This is an optimization exercise on Yosys and OpenROAD, whose aim is small area and a short achievable clock period, not a production implementation.
Function was checked by simulation only, so behaviour that the tests miss may differ from the original.
Power is estimated from default activity; no workload was simulated.

## sierra
Design bmp_filter, start of the top module:
module bmp_filter
(
  input  logic       dut_if,
  input  logic       reset_ind,
  input  logic       in_valid,
  input  bmp_pkg::word_t      in_data,
  input  bmp_pkg::mode_t      mode,
  input  logic [7:0] proc_val,
  output logic       out_valid,
  output bmp_pkg::word_t      out_data,
  output logic       frame_done
);
  logic [4:0]  s;
  logic [29:0] cnt;       
  logic        lastf;     
  logic        thr;       
  logic        bri;       
  logic [9:0]  pv;        
  logic [31:0] h, t;
  logic        hv, tv;
  logic        h_pix, h_k0, h_k1, h_last;
  logic        t_pix, t_k0, t_k1, t_last;
  logic        cr;        
  logic        out_last;
  logic pix, s0, s1, s01, last;
  assign pix  = s[4];
  assign s0   = (s == 5'd0);
  assign s1   = (s == 5'd1);
  assign s01  = (s[4:1] == 4'd0);          
  assign last = lastf && !s01;
  always_ff @(posedge dut_if) begin
    if (in_valid && s0) begin
      thr <= (mode == bmp_pkg::MODE_THRESHOLD);
      bri <= (mode == bmp_pkg::MODE_BRIGHTNESS);
      pv  <= {2'b00, proc_val};
    end else if (in_valid && s1 && thr) begin
      pv  <= ~(10'({pv[7:0], 1'b0}) + 10'(pv[7:0]) + 10'd2);
    end
  end
  logic        dec;
  logic [29:0] cnt_dec;
  always_comb begin
    logic [5:0] bz;
    logic       z;
    bz[0] = 1'b1;
    for (int k = 1; k < 6; k++) bz[k] = bz[k-1] && (cnt[6*(k-1) +: 6] == 6'd0);
    for (int k = 0; k < 5; k++) begin
      z = bz[k];
      for (int i = 0; i < 6; i++) begin
        cnt_dec[6*k+i] = cnt[6*k+i] ^ (dec && z);
        z = z && !cnt[6*k+i];
      end
    end
  end
  always_ff @(posedge dut_if) begin
    dec <= in_valid && !s01;
    cnt[13:0]  <= s0 ? {in_data[7:0], in_data[15:10]} : cnt_dec[13:0];
    cnt[29:14] <= s1 ? {in_data[23:16], in_data[31:24]} : cnt_dec[29:14];
  ...
Settings: LEC_CHECK=0, ABC_CLOCK_PERIOD_IN_PS=2500, CAP_MARGIN=20, CORE_MARGIN=2, CORE_UTILIZATION=40, GPL_TIMING_DRIVEN=0, SLEW_MARGIN=20; clock period 10.0 ns.
standard.sh (not shown) runs the stock make flow with config.mk's settings and CLKGATE_MAP_FILE= SYNTH_SCRIPT=/design/flow/synth_recipe.tcl, a recipe that flattens the netlist after the stock synthesis.
==> flow/flow/run.sh <==
#!/bin/bash
# Standard ORFS layout with three changes: ports are buffered with the
# smallest buffer (the resizer still upsizes where timing needs it), clock
# tree synthesis adds no dummy loads, and repair_timing aims for 6.9 ns of
# setup slack, so that the achieved period is pushed well below the 10 ns
# clock.
set -euo pipefail
bash standard.sh 'BUFFER_PORTS_ARGS=-buffer_cell sky130_fd_sc_hd__buf_1' \
  'CTS_ARGS=-sink_clustering_enable -repair_clock_nets -dont_use_dummy_load -buf_list {sky130_fd_sc_hd__clkbuf_4 sky130_fd_sc_hd__clkbuf_8}' \
  SETUP_SLACK_MARGIN=6.9 finish > standard_flow.log 2>&1
sierra went all the way through synthesis, placement and routing and the layout is clean on timing, DRC and antenna.
Input-level comparison between fjord and sierra:
Settings: a change of CORE_UTILIZATION from 40 to 45.
==> flow/flow/run.sh <==
#!/bin/bash
# Standard ORFS layout with three changes: ports are buffered with the
# smallest buffer (the resizer still upsizes where timing needs it), clock
# tree synthesis adds no dummy loads, and repair_timing aims for 7 ns of
# setup slack, so that the achieved period is pushed well below the 10 ns
# clock.
set -euo pipefail
bash standard.sh 'BUFFER_PORTS_ARGS=-buffer_cell sky130_fd_sc_hd__buf_1' \
  'CTS_ARGS=-sink_clustering_enable -repair_clock_nets -dont_use_dummy_load -buf_list {sky130_fd_sc_hd__clkbuf_4 sky130_fd_sc_hd__clkbuf_8}' \
  SETUP_SLACK_MARGIN=7 finish > standard_flow.log 2>&1
[summary]
fjord vs. sierra: setup slack after layout grew by 68 ps; total power draw moved up; die boundary width lower.
The inputs of xenon differ from those of fjord as listed below.
Settings: a deleted GPL_TIMING_DRIVEN that had been 0; a change of CORE_UTILIZATION from 45 to 40; an added CTS_BUF_LIST of sky130_fd_sc_hd__clkbuf_4 sky130_fd_sc_hd__clkbuf_8.
==> flow/flow/run.sh <==
#!/bin/bash
# Standard ORFS layout with two changes: ports are buffered with the
# smallest buffer (the resizer still upsizes where timing needs it), and
# repair_timing aims for 7 ns of setup slack, so that the achieved period
# is pushed well below the 10 ns clock.
set -euo pipefail
bash standard.sh 'BUFFER_PORTS_ARGS=-buffer_cell sky130_fd_sc_hd__buf_1' SETUP_SLACK_MARGIN=7 finish > standard_flow.log 2>&1
Notes after the runs:
Cmp xenon vs fjord: routed wirelength normalized by instance count lower in xenon
Lower layout overhead on the synthesized area goes to fjord over xenon.
Compared xenon vs fjord, and critical path depth in cells is up in xenon.
Against fjord, net switching component of the power in xenon rose by a little under 10%.
Per the comparison of xenon with fjord, power after layout up 7.5%; number of filler instances in the final layout up about 20%; total number of vias up 50.
The following lists how harbor was set up differently from xenon:
Settings: GPL_TIMING_DRIVEN newly set to 0; CTS_BUF_LIST removed (was sky130_fd_sc_hd__clkbuf_4 sky130_fd_sc_hd__clkbuf_8).
==> flow/flow/run.sh <==
#!/bin/bash
# Standard ORFS layout with three changes: ports are buffered with the
# smallest buffer (the resizer still upsizes where timing needs it), clock
# tree synthesis adds no dummy loads, and repair_timing aims for 7 ns of
# setup slack, so that the achieved period is pushed well below the 10 ns
# clock.
set -euo pipefail
bash standard.sh 'BUFFER_PORTS_ARGS=-buffer_cell sky130_fd_sc_hd__buf_1' \
  'CTS_ARGS=-sink_clustering_enable -repair_clock_nets -dont_use_dummy_load -buf_list {sky130_fd_sc_hd__clkbuf_4 sky130_fd_sc_hd__clkbuf_8}' \
  SETUP_SLACK_MARGIN=7 finish > standard_flow.log 2>&1
Findings:
- harbor: no failed stages, no open violations at the end
- The higher total non-filler cell area in the finished layout of harbor and xenon is in xenon.
- From xenon to harbor the numbers moved as follows: global-route usage flat, met1 layer usage reported by global route down 0.34 points, total power divided by cell area down about 7%, non-filler instance count after layout down about 1%, number of inserted filler cells in the final layout up 17.
- Against xenon as the reference, harbor delivers a lower number of vias in the routed layout.
- When harbor is set beside xenon, its combinational fraction of design power turns out to be 2.7 points larger.
- harbor vs xenon: global-route wire length before repair down
- Going from xenon to harbor, number of clock buffers in the layout lower; clock edge transition at the registers on the reported setup and hold paths roughly the same.

re-timing with driven ports:
In the flow no input, the clock included, has a driving cell. The finished layouts below were timed again as built, in two steps.
Step 1, drivers: a clkbuf_16 drives dut_if and a buf_2 each remaining input, both assumed.
Step 2 also shifts input and output timing later by t, the mid clock arrival at the registers, as if the neighbouring blocks saw the same clock.
Three values: ideal, step 1, step 2; two values: the first two.
run | t (ns) | setup WS [ns] | clock arrival spread, ns | slew at the worst register clock pin (ns) | worst data-port slew with drivers (ns)
sierra | 0.480 | 6.922 / 6.922 / 6.550 | 0.039 / 0.039 | 0.09 / 0.09 | 0.03
fjord | 0.496 | 6.990 / 6.990 / 6.631 | 0.037 / 0.036 | 0.10 / 0.10 | 0.04
xenon | 0.489 | 6.991 / 6.991 / 6.612 | 0.015 / 0.015 | 0.10 / 0.10 | 0.03
harbor | 0.478 | 7.036 / 7.028 / 6.657 | 0.041 / 0.042 | 0.09 / 0.09 | 0.03
After both steps every run listed still meets setup and hold.
